From an optimization exercise on the open Yosys and OpenROAD flow, aimed at small area, a short achievable clock period and few clock cycles; shortcuts taken in it are not production practice.
Function was checked by simulation only, so behaviour that the tests miss may differ from the original.
Power and IR drop assume default switching activity.

Setup of job 101:
==> flow/design.v (excerpt) <==
module dvl_datagram_velocity_parser_top #(
   parameter int MAX_FRAMES = dvl_pkg::DEFAULT_MAX_FRAMES
) (
   input  logic                              clock,
   input  logic                              reset,
   input  logic                              req_valid,
   output logic                              req_stall,
   input  logic [7:0]                        req_rx_byte,
   output logic                              rsp_valid,
   input  logic                              rsp_stall,
   output logic signed [31:0]                rsp_vel_starboard,
   output logic signed [31:0]                rsp_vel_forward,
   output logic signed [31:0]                rsp_vel_upward,
   output logic signed [31:0]                rsp_bottom_range,
   output logic [31:0]                       rsp_update_count,
   input  logic                              csr_wr_en,
   input  logic [dvl_pkg::CSR_IDX_W-1:0]     csr_index,
   input  logic [dvl_pkg::CSR_DATA_W-1:0]    csr_wdata
);
Size: about 1100 cells after synthesis, about 350 flip-flops, ~190 I/O pins, ~0.015 mm2 of cells after synthesis.
clock: 4.5 ns
lec_check: 0
cap_margin: 20
core_margin: 2
core_utilization: 50
cts_cluster_diameter: 70
cts_cluster_size: 28
setup_slack_margin: 2.5
slew_margin: 20
run.sh (not shown) runs the stock make flow with config.mk's settings and CLKGATE_MAP_FILE= SYNTH_SCRIPT=/design/flow/synth_recipe.tcl, a recipe that flattens the netlist after the stock synthesis.
Job 101 was carried through to the last stage, and its layout satisfied the timing, design-rule and antenna checks.
Testbench counts of job 101, summed over its fixed seeds: cycles 48,753.
What job 102 does differently from job 101 at the input level:
- an added TNS_END_PERCENT of 10
- a change of CTS_CLUSTER_DIAMETER from 70 to 80
- a change of CTS_CLUSTER_SIZE from 28 to 30
- a change of CORE_UTILIZATION from 50 to 40
--- outcome ---
Taking job 101 as the reference, in job 102 final worst setup slack dropped 0.033 ns; combinational cell fraction of total power -0.5 points; combined flip-flop and latch cell area now sits at about the same level; post-synthesis compound-gate area fraction has remained practically unchanged.
Re remaining number of nets flagged by the antenna check after routing: no difference whatsoever between job 101 and job 102.
Comparing job 102 and job 101, standard-cell row count is higher on job 102.
Relative to job 101, clock-buffer cell count has decreased by 2 in job 102.
Total power of the final layout: job 102 vs job 101 down about 0.9%
--- input diff job 102..job 103 ---
- swapping 80 for 60 in CTS_CLUSTER_DIAMETER
- clearing TNS_END_PERCENT, which used to be 10
- swapping 30 for 24 in CTS_CLUSTER_SIZE
Results
Every run in the comparison, job 103 and job 102, completed the flow with a clean layout. From job 102 to job 103 the numbers moved as follows: worst path required time shows an increase of 1.40 ns; post-route core utilization saw an increase; register share of total power fell by 7.8 points; logic gate share of total power lost 0.9 points; proportion of final cell area spent on non-clock buffers went down 2.4 points. Job 102 → job 103: number of fillers in the final layout has decreased, total track usage has increased. Job 103 ended up with ph[3] as its end point of the critical path; job 102 ended up with rsp_update_count[29].
What job 104 does differently from job 103 at the input level:
- changing SETUP_SLACK_MARGIN from 2.5 to 2.2
- changing CTS_CLUSTER_DIAMETER from 60 to 80
- changing CTS_CLUSTER_SIZE from 24 to 30
==> summary.txt <==
- Job 104 vs. job 103: post-CTS setup buffer count went down by 25.
- The routing usage on met3 reported for job 104 is smaller than that of job 103 by 0.28 points.
- Cell area after synthesis: job 103 vs job 104 — no meaningful difference
- Diff job 103..job 104 | sequential power | negligible
- Of job 104 and job 103, the lower post-route fraction of the period consumed by the critical path belongs to job 103.
- Job 103 has a higher highest achievable clock rate than job 104.
- [compare] base=job 103 new=job 104: area of the multi-input gates saw a decrease; critical path depth in cells saw an increase; design area saw a decrease; power saw a decrease.

========
Another version of the RTL of dvl_datagram_velocity_parser_top (not shown whole).
Size in the first run: ~1100 cells after synthesis, ~350 flip-flops, ~190 I/O pins, about 14000 sq um of cells after synthesis.
## dvl_datagram_velocity_parser_top
module dvl_datagram_velocity_parser_top #(
   parameter int MAX_FRAMES = dvl_pkg::DEFAULT_MAX_FRAMES
) (
   input  logic                              clock,
   input  logic                              reset,
   input  logic                              req_valid,
   output logic                              req_stall,
   input  logic [7:0]                        req_rx_byte,
   output logic                              rsp_valid,
   input  logic                              rsp_stall,
   output logic signed [31:0]                rsp_vel_starboard,
   output logic signed [31:0]                rsp_vel_forward,
   output logic signed [31:0]                rsp_vel_upward,
   output logic signed [31:0]                rsp_bottom_range,
   output logic [31:0]                       rsp_update_count,
   input  logic                              csr_wr_en,
   input  logic [dvl_pkg::CSR_IDX_W-1:0]     csr_index,
   input  logic [dvl_pkg::CSR_DATA_W-1:0]    csr_wdata
);
==> flow/config.mk <==
export PLATFORM = sky130hd
export DESIGN_NAME = dvl_datagram_velocity_parser_top
export DESIGN_NICKNAME = dvl_datagram_velocity_parser_top
export VERILOG_FILES = /design/flow/design.v
export SDC_FILE = /design/flow/constraint.sdc
export NUM_CORES = 4
export LEC_CHECK = 0
export ABC_CLOCK_PERIOD_IN_PS = 2000
export CAP_MARGIN = 20
export CORE_MARGIN = 2
export CORE_UTILIZATION = 40
export SETUP_SLACK_MARGIN = 2.5
export SLEW_MARGIN = 20
==> flow/constraint.sdc <==
create_clock -name core_clock -period 4.5 [get_ports {clock}]
set_input_delay 0.9000 -clock core_clock [delete_from_list [all_inputs] [get_ports {clock}]]
set_output_delay 0.9000 -clock core_clock [all_outputs]
set_load 0.01 [all_outputs]
The baseline finished clean.
Testbench counts at the start, summed over its fixed seeds: cycles 48,753.
==> next run, changes <==
ABC_CLOCK_PERIOD_IN_PS = unset   (was 2000)
SETUP_SLACK_MARGIN = unset   (was 2.5)
Result: The new run passed the timing, design-rule and antenna checks; design area drops by 4.4%; worst hold slack barely changes; first-iteration DRC count climbs by 21%; total power climbs by 2.8%; clock-buffer cell count drops by 10; cell count drops by 4.7%; worst setup slack loses 0.60 ns; combinational power drops by about 1%.
==> next run, changes <==
SETUP_SLACK_MARGIN = 2.5   (was unset)
Outcome:
- sequential cell count does not change
- utilization went up by 2.3 points
- worst hold slack is about the same
- routed wire length goes up by roughly a tenth
- setup slack gets better by 0.60 ns
- via count grows by a few percent
- area after synthesis stays the same
- register-to-register slack improves by 0.60 ns
- non-clock buffer count rises by 88
- global-route usage went up by 0.99 points

[afterwards: timing with drivers on the ports]
The flow's constraints put no driver on any port. The routed layouts listed below were extracted and timed again, unchanged, in two steps.
Step 1, drivers: a clkbuf_16 drives clock and a buf_2 each remaining input, both assumed.
Step 2 moves the port delays by t, midway between the first and last clock arrival at a register: inputs arrive t later, outputs are due t later. That takes back most of the time a late clock gives input paths.
Slacks: ideal ports / drivers / drivers and shift; pairs: ideal ports / drivers.
| run | shift t [ns] | setup slack, ns | latest minus earliest clock arrival (ns) | worst data-port slew with drivers (ns) |
|---|---|---|---|---|
| job 101 | 0.570 | 2.372 / 2.387 / 1.817 | 0.031 / 0.031 | 0.06 |
| job 102 | 0.573 | 2.340 / 2.290 / 1.793 | 0.048 / 0.048 | 0.06 |
| job 103 | 0.625 | 2.399 / 2.399 / 1.807 | 0.013 / 0.014 | 0.06 |
| job 104 | 0.569 | 2.276 / 2.266 / 1.697 | 0.026 / 0.026 | 0.06 |
| the first run of note 2 | 0.565 | 1.596 / 1.596 / 1.596 | 0.016 / 0.016 | 0.05 |
| the second run of note 2 | 0.560 | 0.995 / 0.995 / 0.911 | 0.010 / 0.010 | 0.12 |
| the third run of note 2 | 0.565 | 1.596 / 1.596 / 1.596 | 0.016 / 0.016 | 0.05 |
After both steps every run listed still meets setup and hold. The setup slack of job 103, which loses most, moves by 0.000 ns with the drivers and by -0.592 ns with both steps.
